Background: an optimization exercise with open tools, aiming at small area, a short achievable clock period and few clock cycles per item. Do not read the settings as production practice.
Where RTL was checked, it was by simulation tests only, not by an equivalence proof against the original.

==> flow/design.v <==
module vvdiv #(
    parameter int VECTOR_SIZE = 16,
    parameter int INT_SIZE    = 16
) (
    input  logic                                  clock,
    input  logic                                  resetn,
    input  logic                                  in_valid,
    output logic                                  in_ready,
    input  logic [VECTOR_SIZE-1:0][INT_SIZE-1:0]  a,
    input  logic [VECTOR_SIZE-1:0][INT_SIZE-1:0]  x,
    output logic                                  out_valid,
    input  logic                                  out_ready,
    output logic [VECTOR_SIZE-1:0][INT_SIZE-1:0]  q,
    output logic [VECTOR_SIZE-1:0][INT_SIZE-1:0]  r,
    output logic [VECTOR_SIZE-1:0]                dz
);
    localparam int ITERS      = 2;
    localparam int LOAD_ITERS = 2;
    localparam int STEPS      = (INT_SIZE - LOAD_ITERS) / ITERS;
    localparam int CW         = $clog2(STEPS + 1);
    logic          busy;
    logic [CW-1:0] cnt;
    logic [VECTOR_SIZE-1:0][INT_SIZE-1:0] xr, rm, qa;
    logic [VECTOR_SIZE-1:0] zr;
    assign in_ready = !busy && (!out_valid || out_ready);
    always_ff @(posedge clock or negedge resetn) begin
        if (!resetn) begin
            busy      <= 1'b0;
            cnt       <= '0;
            out_valid <= 1'b0;
        end else if (busy) begin
            cnt <= cnt - 1'b1;
            if (cnt == CW'(1)) begin
                busy      <= 1'b0;
                out_valid <= 1'b1;
            end
        end else if (in_ready) begin
            busy      <= in_valid;
            cnt       <= CW'(STEPS);
            out_valid <= 1'b0;
        end
    end
    task automatic step(input logic [INT_SIZE-1:0] rv, input logic b,
                        input logic [INT_SIZE-1:0] xv,
                        output logic ge, output logic [INT_SIZE-1:0] rn);
        logic [INT_SIZE:0] trial, diff;
        trial = {rv, b};
        diff  = trial - {1'b0, xv};
        ge    = !diff[INT_SIZE];
        rn    = ge ? diff[INT_SIZE-1:0] : trial[INT_SIZE-1:0];
    endtask
    for (genvar i = 0; i < VECTOR_SIZE; i++) begin : g_lane
        logic [INT_SIZE-1:0] rem_ld, qa_ld, rem_it, qa_it;
        logic [INT_SIZE+1:0] x3, t4;
        logic [INT_SIZE+2:0] d1, d2, d3;
        assign x3 = {2'b0, xr[i]} + {1'b0, xr[i], 1'b0};
        always_comb begin
            logic [LOAD_ITERS-1:0] top, xs, qs, rs;
            top = a[i][INT_SIZE-1 -: LOAD_ITERS];
            xs  = x[i][LOAD_ITERS-1:0];
            qs  = xs == '0 ? '1 : top / xs;
            rs  = xs == '0 ? top : top % xs;
            if ((x[i] >> LOAD_ITERS) != '0) begin
                qs = '0;
                rs = top;
            end
            rem_ld = INT_SIZE'(rs);
            qa_ld  = {a[i][INT_SIZE-LOAD_ITERS-1:0], qs};
            t4    = {rm[i], qa[i][INT_SIZE-1:INT_SIZE-2]};
            d1    = {1'b0, t4} - {3'b0, xr[i]};
            d2    = {1'b0, t4} - {2'b0, xr[i], 1'b0};
            d3    = {1'b0, t4} - {1'b0, x3};
            qa_it = {qa[i][INT_SIZE-3:0], 2'b00};
            if (!d3[INT_SIZE+2]) begin
                rem_it = d3[INT_SIZE-1:0]; qa_it[1:0] = 2'd3;
            end else if (!d2[INT_SIZE+2]) begin
                rem_it = d2[INT_SIZE-1:0]; qa_it[1:0] = 2'd2;
            end else if (!d1[INT_SIZE+2]) begin
                rem_it = d1[INT_SIZE-1:0]; qa_it[1:0] = 2'd1;
            end else begin
                rem_it = t4[INT_SIZE-1:0];
            end
        end
        always_ff @(posedge clock) begin
            if (busy) begin
                rm[i] <= rem_it;
                qa[i] <= qa_it;
            end else if (in_ready) begin
                xr[i] <= x[i];
                zr[i] <= x[i] == '0;
                rm[i] <= rem_ld;
                qa[i] <= qa_ld;
            end
        end
        assign q[i]  = qa[i];
        assign r[i]  = rm[i];
        assign dz[i] = zr[i];
    end
endmodule
Settings: LEC_CHECK=0, CAP_MARGIN=20, CORE_MARGIN=2, CORE_UTILIZATION=40, SETUP_SLACK_MARGIN=4.5, SLEW_MARGIN=20; clock period 8.0 ns.
standard.sh (not shown) runs the stock make flow with config.mk's settings and CLKGATE_MAP_FILE= SYNTH_SCRIPT=/design/flow/synth_recipe.tcl, a recipe that flattens the netlist after the stock synthesis.
==> flow/flow/run.sh <==
#!/bin/bash
# The standard layout, with plain buffers on the ports instead of the delay
# buffers buffer_ports picks by default. Every port still gets its own buffer.
set -euo pipefail
export BUFFER_PORTS_ARGS="-buffer_cell sky130_fd_sc_hd__buf_1"
bash standard.sh > standard.log 2>&1
Testbench counts at the start, summed over its fixed seeds: cycles 2,056, items 256.
Edit:
--- a/flow/design.v
+++ b/flow/design.v
@@ -12,11 +12,11 @@
     input  logic                                  out_ready,
     output logic [VECTOR_SIZE-1:0][INT_SIZE-1:0]  q,
     output logic [VECTOR_SIZE-1:0][INT_SIZE-1:0]  r,
     output logic [VECTOR_SIZE-1:0]                dz
 );
-    localparam int ITERS      = 2;
+    localparam int ITERS      = 1;
     localparam int LOAD_ITERS = 2;
     localparam int STEPS      = (INT_SIZE - LOAD_ITERS) / ITERS;
     localparam int CW         = $clog2(STEPS + 1);
     logic          busy;
     logic [CW-1:0] cnt;
@@ -49,13 +49,10 @@
         ge    = !diff[INT_SIZE];
         rn    = ge ? diff[INT_SIZE-1:0] : trial[INT_SIZE-1:0];
     endtask
     for (genvar i = 0; i < VECTOR_SIZE; i++) begin : g_lane
         logic [INT_SIZE-1:0] rem_ld, qa_ld, rem_it, qa_it;
-        logic [INT_SIZE+1:0] x3, t4;
-        logic [INT_SIZE+2:0] d1, d2, d3;
-        assign x3 = {2'b0, xr[i]} + {1'b0, xr[i], 1'b0};
         always_comb begin
             logic [LOAD_ITERS-1:0] top, xs, qs, rs;
             top = a[i][INT_SIZE-1 -: LOAD_ITERS];
             xs  = x[i][LOAD_ITERS-1:0];
             qs  = xs == '0 ? '1 : top / xs;
@@ -64,23 +61,16 @@
                 qs = '0;
                 rs = top;
             end
             rem_ld = INT_SIZE'(rs);
             qa_ld  = {a[i][INT_SIZE-LOAD_ITERS-1:0], qs};
-            t4    = {rm[i], qa[i][INT_SIZE-1:INT_SIZE-2]};
-            d1    = {1'b0, t4} - {3'b0, xr[i]};
-            d2    = {1'b0, t4} - {2'b0, xr[i], 1'b0};
-            d3    = {1'b0, t4} - {1'b0, x3};
-            qa_it = {qa[i][INT_SIZE-3:0], 2'b00};
-            if (!d3[INT_SIZE+2]) begin
-                rem_it = d3[INT_SIZE-1:0]; qa_it[1:0] = 2'd3;
-            end else if (!d2[INT_SIZE+2]) begin
-                rem_it = d2[INT_SIZE-1:0]; qa_it[1:0] = 2'd2;
-            end else if (!d1[INT_SIZE+2]) begin
-                rem_it = d1[INT_SIZE-1:0]; qa_it[1:0] = 2'd1;
-            end else begin
-                rem_it = t4[INT_SIZE-1:0];
+            rem_it = rm[i];
+            qa_it  = qa[i];
+            for (int k = 0; k < ITERS; k++) begin
+                logic ge;
+                step(rem_it, qa_it[INT_SIZE-1], xr[i], ge, rem_it);
+                qa_it = {qa_it[INT_SIZE-2:0], ge};
             end
         end
         always_ff @(posedge clock) begin
             if (busy) begin
                 rm[i] <= rem_it;
After rerunning: The changed run completed with no timing, DRC or antenna violations; cell area falls by 40%; clock-buffer cell count falls by 4; sequential cell count rises by 1.
Only the layout flow was run in the second run of this note; the RTL was not checked for function there.

========
job 101:
vvdiv, a different RTL version from the one above (not shown whole).
Size in the first run: roughly 5900 cells after synthesis, about 790 flip-flops, about 47000 µm² of cells after synthesis.
==> module vvdiv, before the edit <==
module vvdiv #(
    parameter int VECTOR_SIZE = 16,
    parameter int INT_SIZE    = 16
) (
    input  logic                                  clock,
    input  logic                                  resetn,
    input  logic                                  in_valid,
    output logic                                  in_ready,
    input  logic [VECTOR_SIZE-1:0][INT_SIZE-1:0]  a,
    input  logic [VECTOR_SIZE-1:0][INT_SIZE-1:0]  x,
    output logic                                  out_valid,
    input  logic                                  out_ready,
    output logic [VECTOR_SIZE-1:0][INT_SIZE-1:0]  q,
    output logic [VECTOR_SIZE-1:0][INT_SIZE-1:0]  r,
    output logic [VECTOR_SIZE-1:0]                dz
);
    localparam int ITERS      = 1;
    localparam int LOAD_ITERS = 2;
    localparam int STEPS      = (INT_SIZE - LOAD_ITERS) / ITERS;
    localparam int CW         = $clog2(STEPS + 1);
    logic          busy;
    logic [CW-1:0] cnt;
    logic [VECTOR_SIZE-1:0][INT_SIZE-1:0] xr, rm, qa;
    logic [VECTOR_SIZE-1:0] zr;
    logic idle;
    assign in_ready = idle;
    always_ff @(posedge clock or negedge resetn) begin
        if (!resetn) begin
            idle      <= 1'b1;
            busy      <= 1'b0;
            cnt       <= '0;
            out_valid <= 1'b0;
        end else if (busy) begin
            cnt <= cnt - 1'b1;
            if (cnt == CW'(1)) begin
                busy      <= 1'b0;
                out_valid <= 1'b1;
            end
        end else if (out_valid) begin
            if (out_ready) begin
                out_valid <= 1'b0;
                idle      <= 1'b1;
            end
        end else if (in_valid) begin
            idle <= 1'b0;
            busy <= 1'b1;
            cnt  <= CW'(STEPS);
        end
    end
    task automatic step(input logic [INT_SIZE-1:0] rv, input logic b,
                        input logic [INT_SIZE-1:0] xv,
                        output logic ge, output logic [INT_SIZE-1:0] rn);
        logic [INT_SIZE-1:0] t, g, p, c;
        t = {rv[INT_SIZE-2:0], b};
        g = t & ~xv;
        p = t | ~xv;
        g[0] = t[0] | ~xv[0];
        for (int l = 0; (1 << l) < INT_SIZE; l++) begin
            for (int j = 0; j < INT_SIZE; j++) begin
                if ((j >> l) & 1) begin
                    g[j] = g[j] | (p[j] & g[((j >> l) << l) - 1]);
                    p[j] = p[j] & p[((j >> l) << l) - 1];
                end
            end
        end
        c  = {g[INT_SIZE-2:0], 1'b1};
        ge = rv[INT_SIZE-1] | g[INT_SIZE-1];
        rn = ge ? (t ^ ~xv ^ c) : t;
    endtask
    for (genvar i = 0; i < VECTOR_SIZE; i++) begin : g_lane
        logic [INT_SIZE-1:0] rem_ld, qa_ld, rem_it, qa_it;
        always_comb begin
            logic [LOAD_ITERS-1:0] top, xs, qs, rs;
            top = a[i][INT_SIZE-1 -: LOAD_ITERS];
            xs  = x[i][LOAD_ITERS-1:0];
            qs  = xs == '0 ? '1 : top / xs;
            rs  = xs == '0 ? top : top % xs;
            if ((x[i] >> LOAD_ITERS) != '0) begin
                qs = '0;
                rs = top;
            end
            rem_ld = INT_SIZE'(rs);
            qa_ld  = {a[i][INT_SIZE-LOAD_ITERS-1:0], qs};
            rem_it = rm[i];
            qa_it  = qa[i];
            for (int k = 0; k < ITERS; k++) begin
                logic ge;
                step(rem_it, qa_it[INT_SIZE-1], xr[i], ge, rem_it);
                qa_it = {qa_it[INT_SIZE-2:0], ge};
            end
        end
        always_ff @(posedge clock) begin
            if (busy) begin
                rm[i] <= rem_it;
                qa[i] <= qa_it;
            end else if (idle) begin
                xr[i] <= x[i];
                zr[i] <= x[i] == '0;
                rm[i] <= rem_ld;
                qa[i] <= qa_ld;
            end
        end
        assign q[i]  = qa[i];
        assign r[i]  = rm[i];
        assign dz[i] = zr[i];
    end
endmodule
Settings: LEC_CHECK=0, ABC_AREA=1, CAP_MARGIN=20, CORE_MARGIN=2, CORE_UTILIZATION=40, SETUP_SLACK_MARGIN=5.0, SLEW_MARGIN=20; clock period 8.0 ns.
==> flow/flow/run.sh <==
#!/bin/bash
# The standard layout, with plain buffers on the ports instead of the delay
# buffers buffer_ports picks by default. Every port still gets its own buffer.
set -euo pipefail
export ADDER_MAP_FILE=
export BUFFER_PORTS_ARGS="-buffer_cell sky130_fd_sc_hd__buf_1"
bash standard.sh > standard.log 2>&1
Testbench counts of job 101, summed over its fixed seeds: cycles 4,096, items 256.
Inputs modified between job 101 and job 102:
--- a/flow/design.v
+++ b/flow/design.v
@@ -87,20 +87,19 @@
                 logic ge;
                 step(rem_it, qa_it[INT_SIZE-1], xr[i], ge, rem_it);
                 qa_it = {qa_it[INT_SIZE-2:0], ge};
             end
         end
         always_ff @(posedge clock) begin
-            if (busy) begin
-                rm[i] <= rem_it;
-                qa[i] <= qa_it;
-            end else if (idle) begin
+            if (!out_valid) begin
+                rm[i] <= busy ? rem_it : rem_ld;
+                qa[i] <= busy ? qa_it : qa_ld;
+            end
+            if (idle) begin
                 xr[i] <= x[i];
                 zr[i] <= x[i] == '0;
-                rm[i] <= rem_ld;
-                qa[i] <= qa_ld;
             end
         end
         assign q[i]  = qa[i];
         assign r[i]  = rm[i];
         assign dz[i] = zr[i];
     end
### Flow results
Inverter count of the layout excluding clock inverters up 12 in job 102 wrt job 101. Job 101 → job 102: worst slew margin relative to its limit moved up, post-synthesis cell count level, non-clock buffer instance count of the final layout moved up, sequential share of layout area moved down. Compared with job 101, job 102 shows total via count after detailed routing higher by 2.1%. The global-route wire length before repair in job 102 is 1.12 times that in job 101. Job 102 vs job 101, destination of the critical timing path: in_ready vs q[129].
No functional check of the RTL was part of job 102.

==> what the ideal ports hide <==
Ports are ideal in the flow. The routed layouts listed here were re-timed in OpenROAD. Step 1 sets driving cells, clkbuf_16 on the clock port and buf_2 on the other inputs (assumed; they add their load-dependent delay and slew). Step 2 moves the port delays by t, midway between the first and last clock arrival at a register: inputs arrive t later, outputs are due t later. That takes back most of the time a late clock gives input paths. Slacks: ideal / step 1 / step 2; pairs: ideal / step 1.
| run | shift t [ns] | setup WS [ns] | worst setup path at the end | worst data-port slew with drivers (ns) | cell pins on the clock port's net |
|---|---|---|---|---|---|
| the first run of note 1 | 0.845 | 4.234 / 4.219 / 3.782 | input to register | 0.22 | 1 |
| the second run of note 1 | 0.758 | 4.236 / 4.212 / 4.006 | input to register | 0.16 | 1 |
| job 101 | 0.728 | 4.975 / 4.900 / 4.476 | input to register | 0.18 | 1 |
| job 102 | 0.762 | 4.894 / 4.814 / 4.395 | input to register | 0.20 | 1 |
After both steps every run listed still meets setup and hold.
